Background: an optimization exercise with open tools, aiming at small area, a short achievable clock period and few clock cycles per item. Do not read the settings as production practice. Power figures rest on the tool's default switching activity, not on a simulated workload.

==> flow/design.v <==
package box_pkg;
  localparam int PX_W         = 8;
  localparam int WIN          = 3;
  localparam int LINE_BUFS    = WIN + 1;                 
  localparam int MAX_LINE_LEN = 16;
  localparam int LINE_ADDR_W  = $clog2( MAX_LINE_LEN );
  localparam int BUF_IDX_W    = $clog2( LINE_BUFS );
  localparam int SUM_W        = PX_W + 4;                
  typedef logic [PX_W - 1 : 0] px_t;
  typedef struct packed {
    px_t  tdata;
    logic tvalid;
    logic tlast;                                         
    logic tuser;                                         
  } stream_word_t;
  typedef struct packed {
    px_t [WIN - 1 : 0][WIN - 1 : 0] px;
    logic                           tvalid;
    logic                           tlast;
    logic                           tuser;
  } window_t;
  typedef struct packed {
    logic [SUM_W - 1 : 0] tdata;
    logic                 tvalid;
    logic                 tlast;
    logic                 tuser;
  } sum_word_t;
endpackage
`timescale 1ns/1ps
module box_filter_top
(
  input  logic         clk_i,
  input  logic         rst_i,
  input  box_pkg::stream_word_t video_i,
  output logic         video_ready_o,
  output box_pkg::sum_word_t    sum_o,
  input  logic         sum_ready_i
);
localparam int PW = box_pkg::PX_W;
localparam int SW = box_pkg::SUM_W;
localparam int ML = box_pkg::MAX_LINE_LEN;
localparam int VW = PW + 2;                              
logic                   rdy;                             
logic                   stall_o;                         
logic                   go;                              
logic                   x_v;
logic [PW - 1 : 0]      x_px;
logic                   x_last;
logic                   x_user;
logic [ML - 1 : 0]      n_oh;                            
logic [1 : 0]           n_row;                           
logic [1 : 0]           row;
logic [ML - 1 : 0]      col;                             
logic [ML - 1 : 0]      col_nx;                          
logic [ML - 1 : 0][PW - 1 : 0] mem_hi;
logic [ML - 1 : 0][PW - 1 : 0] mem_lo;
logic [PW - 1 : 0]      rd_hi;
logic [PW - 1 : 0]      rd_lo;
logic [PW - 1 : 0]      pf_hi;                           
logic [PW - 1 : 0]      pf_lo;
logic                   y_v;
logic [PW - 1 : 0]      y_px;
logic [PW : 0]          y_hl;
logic                   y_last;
logic                   y_win;                           
logic                   y_first;                         
logic [VW - 1 : 0]      va;
logic [VW - 1 : 0]      vb;
logic [VW : 0]          w;
logic                   s_v;
logic                   s_last;
logic                   s_user;
logic                   z_v;
logic [SW - 1 : 0]      z_sum;
logic                   z_last;
logic                   z_user;
logic                   o_v;
logic [SW - 1 : 0]      o_sum;
logic                   o_last;
logic                   o_user;
logic                   k_v;
logic [SW - 1 : 0]      k_sum;
logic                   k_last;
logic                   k_user;
logic                   o_free;
assign rdy           = !k_v;
assign video_ready_o = !stall_o;
assign go            = rdy && x_v;
always_ff @( posedge clk_i, posedge rst_i )
  if( rst_i )
    x_v <= 1'b0;
  else
    if( rdy )
      x_v <= video_i.tvalid;
always_ff @( posedge clk_i )
  if( rdy )
    begin
      x_px   <= video_i.tdata;
      x_last <= video_i.tlast;
      x_user <= video_i.tuser;
    end
assign row    = x_user ? 2'd0 : n_row;
assign col    = x_user ? ML'( 1 ) : n_oh;
assign col_nx = x_last ? ML'( 1 ) : { col[ML - 2 : 0], 1'b0 };
always_ff @( posedge clk_i )
  if( go )
    begin
      n_oh  <= col_nx;
      if( x_last )
        n_row <= ( row == 2'd3 ) ? 2'd3 : row + 1'b1;
      else
        n_row <= row;
    end
always_comb
  begin
    rd_hi = '0;
    rd_lo = '0;
    for( int i = 0; i < ML; i++ )
      begin
        rd_hi = rd_hi | ( mem_hi[i] & {PW{col_nx[i]}} );
        rd_lo = rd_lo | ( mem_lo[i] & {PW{col_nx[i]}} );
      end
  end
always_ff @( posedge clk_i )
  if( go )
    begin
      pf_hi <= rd_hi;
      pf_lo <= rd_lo;
    end
for( genvar i = 0; i < ML; i++ )
  begin : g_mem
    always_ff @( posedge clk_i )
      if( go && col[i] )
        begin
          mem_hi[i] <= x_px;
          mem_lo[i] <= mem_hi[i];
        end
  end
always_ff @( posedge clk_i, posedge rst_i )
  if( rst_i )
    y_v <= 1'b0;
  else
    if( rdy )
      y_v <= x_v;
always_ff @( posedge clk_i )
  if( rdy )
    begin
      y_px    <= x_px;
      y_hl    <= ( PW + 1 )'( pf_hi ) + ( PW + 1 )'( pf_lo );
      y_last  <= x_last;
      y_win   <= row[1] && !( col[0] || col[1] );
      y_first <= ( row == 2'd2 ) && col[2];
    end
always_ff @( posedge clk_i )
  if( rdy && y_v )
    begin
      va <= VW'( y_px ) + VW'( y_hl );
      vb <= va;
      w  <= ( VW + 1 )'( va ) + ( VW + 1 )'( vb );
    end
always_ff @( posedge clk_i, posedge rst_i )
  if( rst_i )
    s_v <= 1'b0;
  else
    if( rdy )
      s_v <= y_v && y_win;
always_ff @( posedge clk_i )
  if( rdy )
    begin
      s_last <= y_last;
      s_user <= y_first;
    end
always_ff @( posedge clk_i, posedge rst_i )
  if( rst_i )
    z_v <= 1'b0;
  else
    if( rdy )
      z_v <= s_v;
always_ff @( posedge clk_i )
  if( rdy )
    begin
      z_sum  <= SW'( va ) + SW'( w );
      z_last <= s_last;
      z_user <= s_user;
    end
assign o_free = !o_v || sum_ready_i;
always_ff @( posedge clk_i, posedge rst_i )
  if( rst_i )
    begin
      o_v     <= 1'b0;
      k_v     <= 1'b0;
      stall_o <= 1'b0;
    end
  else
    begin
      if( o_free )
        o_v <= k_v || z_v;
      k_v     <= !o_free && ( k_v || z_v );
      stall_o <= !sum_ready_i && ( k_v || ( o_v && z_v ) );
    end
always_ff @( posedge clk_i )
  begin
    if( o_free )
      begin
        o_sum  <= k_v ? k_sum  : z_sum;
        o_last <= k_v ? k_last : z_last;
        o_user <= k_v ? k_user : z_user;
      end
    if( rdy )
      begin
        k_sum  <= z_sum;
        k_last <= z_last;
        k_user <= z_user;
      end
  end
assign sum_o = { o_sum, o_v, o_last, o_user };
endmodule
Settings: LEC_CHECK=0, CAP_MARGIN=20, CORE_MARGIN=2, CORE_UTILIZATION=40, CTS_BUF_LIST=sky130_fd_sc_hd__clkbuf_16, CTS_CLUSTER_DIAMETER=80, CTS_CLUSTER_SIZE=28, SETUP_SLACK_MARGIN=2.0, SLEW_MARGIN=20; clock period 4.0 ns.
run.sh (not shown) runs the stock make flow with config.mk's settings and CLKGATE_MAP_FILE= SYNTH_SCRIPT=/design/flow/synth_recipe.tcl, a recipe that flattens the netlist after the stock synthesis.
The baseline produced a clean layout.
==> next run, changes <==
- CTS_CLUSTER_DIAMETER: 80 -> 50
- CTS_CLUSTER_SIZE: 28 -> 20
The changed run ran to the end with no violations.
Cell count came out higher by 2.7%.
Via count came out higher by 1.5%.
Power came out higher by 13%.
Non-clock buffer count came out higher by 3.
Wire length came out higher by 1.7%.
Cell area came out higher by 4.0%.
First-iteration DRC count came out lower by 5.6%.
Global-route usage came out higher by 0.48 points.
Clock skew came out higher by 10 ps.
Sequential share of layout area came out lower by 2.6 points.
No functional check of the RTL was part of any run of this note.

## port drivers added, routing unchanged
No port has a modelled driver above. Below, the same layouts with a new extraction and two added sets of constraints. Step 1 sets driving cells, clkbuf_16 on the clock port and buf_2 on the other inputs (assumed; they add their load-dependent delay and slew). Step 2 moves the port delays by t, midway between the first and last clock arrival at a register: inputs arrive t later, outputs are due t later. That takes back most of the time a late clock gives input paths. a / b / c = ideal ports / drivers / drivers and shift; a / b = the first two.
run | t (ns) | setup slack, ns | hold WS [ns] | latest minus earliest clock arrival (ns) | cell pins on the clock port's net
the first run | 0.591 | 1.930 / 1.930 / 1.725 | 0.428 / 0.428 / 0.428 | 0.038 / 0.038 | 1
the second run | 0.591 | 1.924 / 1.924 / 1.718 | 0.420 / 0.420 / 0.420 | 0.046 / 0.047 | 1
After both steps setup and hold are still met in every run listed. The setup slack of the second run, which loses most, moves by 0.000 ns with the drivers and by -0.206 ns with both steps.
